Context: an optimization exercise on an open-source flow, tuned for small area, a short achievable clock period and few clock cycles. The choices shown serve that exercise and are no tape-out recipe.
The RTL was checked by simulation tests, not by an equivalence proof against the original design.
Power and IR drop assume default switching activity.

==> module cmac_ctrl, before the edit <==
module cmac_ctrl #(
  parameter int unsigned TIMEOUT_CYCLES = 64
) (
  input  logic         CLK,
  input  logic         Rst_n,
  input  logic         start,
  input  logic [127:0] key,
  input  logic         msg_valid,
  output logic         msg_ready,
  input  logic [127:0] msg_data,
  input  logic         msg_last,
  input  logic [4:0]   msg_bytes,
  output logic [127:0] mac,
  output logic         mac_valid,
  output logic         busy,
  output logic         error,
  output logic         aes_ld,
  output logic [127:0] aes_key,
  output logic [127:0] aes_text_in,
  input  logic [127:0] aes_text_out,
  input  logic         aes_done
);
  localparam int unsigned CNT_W = $clog2(TIMEOUT_CYCLES);
  localparam logic [CNT_W-1:0] CNT_LAST = CNT_W'(TIMEOUT_CYCLES - 2);
  logic [cmac_pkg::NST-1:0] st_r, st_d;
  logic [127:0] key_r;
  logic [127:0] acc_r, acc_d;
  logic         full_r;
  logic [CNT_W-1:0] cnt_r;
  logic         ld_r, rdy_r, busy_r, mv_r, err_r;
  logic         ld_d, rdy_d;
  logic [7:0]   txt_r, txt_d;
  logic         waiting, timeout, take, start_ok, full, padded;
  logic [127:0] k1, k2;
  logic [15:0]  keep_b, pad_b;
  logic [127:0] msk_m, pad_m;
  logic         acc_a, acc_t, acc_k1, acc_k2;
  assign aes_key     = key_r;
  assign aes_ld      = ld_r;
  assign mac         = acc_r;
  assign mac_valid   = mv_r;
  assign busy        = busy_r;
  assign error       = err_r;
  assign msg_ready   = rdy_r;
  cmac_subkey_gen u_subkey (
    .l  (aes_text_out),
    .k1 (k1),
    .k2 (k2)
  );
  always_comb begin
    full   = msg_bytes[4];
    padded = msg_last && !full;
    for (int i = 0; i < 16; i++) begin
      keep_b[i] = !padded || (4'(i) < msg_bytes[3:0]);
      pad_b[i]  = padded && (4'(i) == msg_bytes[3:0]);
      msk_m[127-8*i -: 8] = {8{keep_b[i]}};
      pad_m[127-8*i -: 8] = {pad_b[i], 7'b0};
    end
  end
  always_comb begin
    waiting  = st_r[cmac_pkg::S_OP] || st_r[cmac_pkg::S_OPP] || st_r[cmac_pkg::S_OPPL] ||
               st_r[cmac_pkg::S_LOP] || st_r[cmac_pkg::S_FOP];
    timeout  = waiting && !aes_done && (cnt_r == CNT_LAST);
    take     = msg_valid && rdy_r;
    start_ok = start && st_r[cmac_pkg::S_IDLE];
    acc_a  = st_r[cmac_pkg::S_W] || st_r[cmac_pkg::S_OPP] || st_r[cmac_pkg::S_OPPL] ||
             st_r[cmac_pkg::S_LDL] || st_r[cmac_pkg::S_LOP] || st_r[cmac_pkg::S_IDLE];
    acc_t  = aes_done && (st_r[cmac_pkg::S_OP] || st_r[cmac_pkg::S_OPP] ||
                          st_r[cmac_pkg::S_OPPL] || st_r[cmac_pkg::S_FOP]);
    acc_k1 = aes_done && st_r[cmac_pkg::S_LOP] && full_r;
    acc_k2 = aes_done && st_r[cmac_pkg::S_LOP] && !full_r;
    acc_d  = (acc_r & {128{acc_a}}) ^
             ((((msg_data & msk_m) | pad_m) & {128{take}}) |
              (aes_text_out & {128{acc_t}}) |
              (k1 & {128{acc_k1}}) | (k2 & {128{acc_k2}}));
    st_d = '0;
    if (st_r[cmac_pkg::S_IDLE]) st_d[cmac_pkg::S_IDLE] = 1'b1;
    if (st_r[cmac_pkg::S_W0] || st_r[cmac_pkg::S_W]) begin
      if (!take)         st_d[cmac_pkg::S_W]   = 1'b1;
      else if (msg_last) st_d[cmac_pkg::S_LDL] = 1'b1;
      else               st_d[cmac_pkg::S_LDB] = 1'b1;
    end
    if (st_r[cmac_pkg::S_LDB]) begin
      if (!take)         st_d[cmac_pkg::S_OP]   = 1'b1;
      else if (msg_last) st_d[cmac_pkg::S_OPPL] = 1'b1;
      else               st_d[cmac_pkg::S_OPP]  = 1'b1;
    end
    if (st_r[cmac_pkg::S_OP])   st_d[aes_done ? cmac_pkg::S_W   : cmac_pkg::S_OP]   = 1'b1;
    if (st_r[cmac_pkg::S_OPP])  st_d[aes_done ? cmac_pkg::S_LDB : cmac_pkg::S_OPP]  = 1'b1;
    if (st_r[cmac_pkg::S_OPPL]) st_d[aes_done ? cmac_pkg::S_LDL : cmac_pkg::S_OPPL] = 1'b1;
    if (st_r[cmac_pkg::S_LDL])  st_d[cmac_pkg::S_LOP] = 1'b1;
    if (st_r[cmac_pkg::S_LOP])  st_d[aes_done ? cmac_pkg::S_LDF : cmac_pkg::S_LOP]  = 1'b1;
    if (st_r[cmac_pkg::S_LDF])  st_d[cmac_pkg::S_FOP] = 1'b1;
    if (st_r[cmac_pkg::S_FOP])  st_d[aes_done ? cmac_pkg::S_IDLE : cmac_pkg::S_FOP] = 1'b1;
    if (timeout) begin
      st_d = '0;
      st_d[cmac_pkg::S_IDLE] = 1'b1;
    end
    if (start_ok) begin
      st_d = '0;
      st_d[cmac_pkg::S_W0] = 1'b1;
    end
    ld_d  = st_d[cmac_pkg::S_LDB] || st_d[cmac_pkg::S_LDL] || st_d[cmac_pkg::S_LDF];
    txt_d[0] = !st_d[cmac_pkg::S_LDL] && !st_d[cmac_pkg::S_IDLE];
    txt_d[1] = !st_d[cmac_pkg::S_LDL] && !st_d[cmac_pkg::S_W0];
    txt_d[2] = !st_d[cmac_pkg::S_LDL] && !st_d[cmac_pkg::S_W];
    txt_d[3] = !st_d[cmac_pkg::S_LDL] && !st_d[cmac_pkg::S_OP];
    txt_d[4] = !st_d[cmac_pkg::S_LDL] && !st_d[cmac_pkg::S_OPP];
    txt_d[5] = !st_d[cmac_pkg::S_LDL] && !st_d[cmac_pkg::S_OPPL];
    txt_d[6] = !st_d[cmac_pkg::S_LDL] && !st_d[cmac_pkg::S_LOP];
    txt_d[7] = !st_d[cmac_pkg::S_LDL] && !st_d[cmac_pkg::S_FOP];
    for (int g = 0; g < 8; g++)
      aes_text_in[16*g +: 16] = acc_r[16*g +: 16] & {16{txt_r[g]}};
    rdy_d = st_d[cmac_pkg::S_W0] || st_d[cmac_pkg::S_W] || st_d[cmac_pkg::S_LDB];
  end
  always_ff @(posedge CLK) begin
    acc_r <= acc_d;
    if (start_ok) key_r <= key;
    if (take && msg_last) full_r <= full;
    cnt_r <= ld_r ? '0 : cnt_r + CNT_W'(1);
  end
  always_ff @(posedge CLK) begin
    if (!Rst_n) begin
      st_r   <= cmac_pkg::NST'(1) << cmac_pkg::S_IDLE;
      ld_r   <= 1'b0;
      txt_r  <= '0;
      rdy_r  <= 1'b0;
      busy_r <= 1'b0;
      mv_r   <= 1'b0;
      err_r  <= 1'b0;
    end else begin
      st_r   <= st_d;
      ld_r   <= ld_d;
      txt_r  <= txt_d;
      rdy_r  <= rdy_d;
      busy_r <= !st_d[cmac_pkg::S_IDLE];
      mv_r   <= st_r[cmac_pkg::S_FOP] && aes_done;
      err_r  <= timeout;
    end
  end
endmodule
export LEC_CHECK = 0
export CAP_MARGIN = 20
export CORE_MARGIN = 2
export CORE_UTILIZATION = 40
export SETUP_SLACK_MARGIN = 2.3
export SLEW_MARGIN = 20
create_clock -name core_clock -period 4.5 [get_ports {CLK}]
standard.sh (not shown) runs the stock make flow with config.mk's settings and CLKGATE_MAP_FILE= SYNTH_SCRIPT=/design/flow/synth_recipe.tcl, a recipe that flattens the netlist after the stock synthesis.
==> flow/flow/run.sh <==
#!/bin/bash
# Standard ORFS layout, with two changes to what it is given:
#  - the smallest buffer on each port instead of the delay cell that
#    buffer_ports picks by default;
#  - I/O pins may sit on adjacent routing tracks, so a small die still has
#    room for all 784 pins.
set -euo pipefail
export BUFFER_PORTS_ARGS="-buffer_cell sky130_fd_sc_hd__buf_1"
export PLACE_PINS_ARGS="-min_distance 1 -min_distance_in_tracks"
bash standard.sh > standard.log 2>&1
Testbench counts at the start, summed over its fixed seeds: cycles 13,792.
Rerun with:
--- a/flow/design.v
+++ b/flow/design.v
@@ -59,13 +59,15 @@
   logic         ld_d, rdy_d;
   logic [7:0]   txt_r, txt_d;
   logic         waiting, timeout, take, start_ok, full, padded;
   logic [127:0] k1, k2;
   logic [15:0]  keep_b, pad_b;
   logic [127:0] msk_m, pad_m;
-  logic         acc_a, acc_t, acc_k1, acc_k2;
+  logic         acc_t, acc_k1, acc_k2;
+  logic         sel_a_r, sel_t_r, sel_k1_r, sel_k2_r;
+  logic         sel_a_d, sel_t_d, sel_k1_d, sel_k2_d;
   assign aes_key     = key_r;
   assign aes_ld      = ld_r;
   assign mac         = acc_r;
   assign mac_valid   = mv_r;
   assign busy        = busy_r;
   assign error       = err_r;
@@ -88,19 +90,16 @@
   always_comb begin
     waiting  = st_r[cmac_pkg::S_OP] || st_r[cmac_pkg::S_OPP] || st_r[cmac_pkg::S_OPPL] ||
                st_r[cmac_pkg::S_LOP] || st_r[cmac_pkg::S_FOP];
     timeout  = waiting && !aes_done && (cnt_r == CNT_LAST);
     take     = msg_valid && rdy_r;
     start_ok = start && st_r[cmac_pkg::S_IDLE];
-    acc_a  = st_r[cmac_pkg::S_W] || st_r[cmac_pkg::S_OPP] || st_r[cmac_pkg::S_OPPL] ||
-             st_r[cmac_pkg::S_LDL] || st_r[cmac_pkg::S_LOP] || st_r[cmac_pkg::S_IDLE];
-    acc_t  = aes_done && (st_r[cmac_pkg::S_OP] || st_r[cmac_pkg::S_OPP] ||
-                          st_r[cmac_pkg::S_OPPL] || st_r[cmac_pkg::S_FOP]);
-    acc_k1 = aes_done && st_r[cmac_pkg::S_LOP] && full_r;
-    acc_k2 = aes_done && st_r[cmac_pkg::S_LOP] && !full_r;
-    acc_d  = (acc_r & {128{acc_a}}) ^
+    acc_t  = aes_done && sel_t_r;
+    acc_k1 = aes_done && sel_k1_r;
+    acc_k2 = aes_done && sel_k2_r;
+    acc_d  = (acc_r & {128{sel_a_r}}) ^
              ((((msg_data & msk_m) | pad_m) & {128{take}}) |
               (aes_text_out & {128{acc_t}}) |
               (k1 & {128{acc_k1}}) | (k2 & {128{acc_k2}}));
     st_d = '0;
     if (st_r[cmac_pkg::S_IDLE]) st_d[cmac_pkg::S_IDLE] = 1'b1;
     if (st_r[cmac_pkg::S_W0] || st_r[cmac_pkg::S_W]) begin
@@ -125,12 +124,18 @@
       st_d[cmac_pkg::S_IDLE] = 1'b1;
     end
     if (start_ok) begin
       st_d = '0;
       st_d[cmac_pkg::S_W0] = 1'b1;
     end
+    sel_a_d  = st_d[cmac_pkg::S_W] || st_d[cmac_pkg::S_OPP] || st_d[cmac_pkg::S_OPPL] ||
+               st_d[cmac_pkg::S_LDL] || st_d[cmac_pkg::S_LOP] || st_d[cmac_pkg::S_IDLE];
+    sel_t_d  = st_d[cmac_pkg::S_OP] || st_d[cmac_pkg::S_OPP] || st_d[cmac_pkg::S_OPPL] ||
+               st_d[cmac_pkg::S_FOP];
+    sel_k1_d = st_d[cmac_pkg::S_LOP] && full_r;
+    sel_k2_d = st_d[cmac_pkg::S_LOP] && !full_r;
     ld_d  = st_d[cmac_pkg::S_LDB] || st_d[cmac_pkg::S_LDL] || st_d[cmac_pkg::S_LDF];
     txt_d[0] = !st_d[cmac_pkg::S_LDL] && !st_d[cmac_pkg::S_IDLE];
     txt_d[1] = !st_d[cmac_pkg::S_LDL] && !st_d[cmac_pkg::S_W0];
     txt_d[2] = !st_d[cmac_pkg::S_LDL] && !st_d[cmac_pkg::S_W];
     txt_d[3] = !st_d[cmac_pkg::S_LDL] && !st_d[cmac_pkg::S_OP];
     txt_d[4] = !st_d[cmac_pkg::S_LDL] && !st_d[cmac_pkg::S_OPP];
@@ -149,20 +154,28 @@
   end
   always_ff @(posedge CLK) begin
     if (!Rst_n) begin
       st_r   <= cmac_pkg::NST'(1) << cmac_pkg::S_IDLE;
       ld_r   <= 1'b0;
       txt_r  <= '0;
+      sel_a_r  <= 1'b1;
+      sel_t_r  <= 1'b0;
+      sel_k1_r <= 1'b0;
+      sel_k2_r <= 1'b0;
       rdy_r  <= 1'b0;
       busy_r <= 1'b0;
       mv_r   <= 1'b0;
       err_r  <= 1'b0;
     end else begin
       st_r   <= st_d;
       ld_r   <= ld_d;
       txt_r  <= txt_d;
+      sel_a_r  <= sel_a_d;
+      sel_t_r  <= sel_t_d;
+      sel_k1_r <= sel_k1_d;
+      sel_k2_r <= sel_k2_d;
       rdy_r  <= rdy_d;
       busy_r <= !st_d[cmac_pkg::S_IDLE];
       mv_r   <= st_r[cmac_pkg::S_FOP] && aes_done;
       err_r  <= timeout;
     end
   end
The new run went through all stages and came out clean.
Synthesized area shrinks by 1.1%.
Fmax came out lower by 2.7%.
Clock power went down by about 6%.
Final area grows by about 1%.
Sequential power climbs by about 4%.
Clock skew fell by 0.010 ns.
Power increases by about 2%.
Core utilization is higher by 1.9 points.
Testbench counts after the change, summed over its fixed seeds: cycles 13,792.
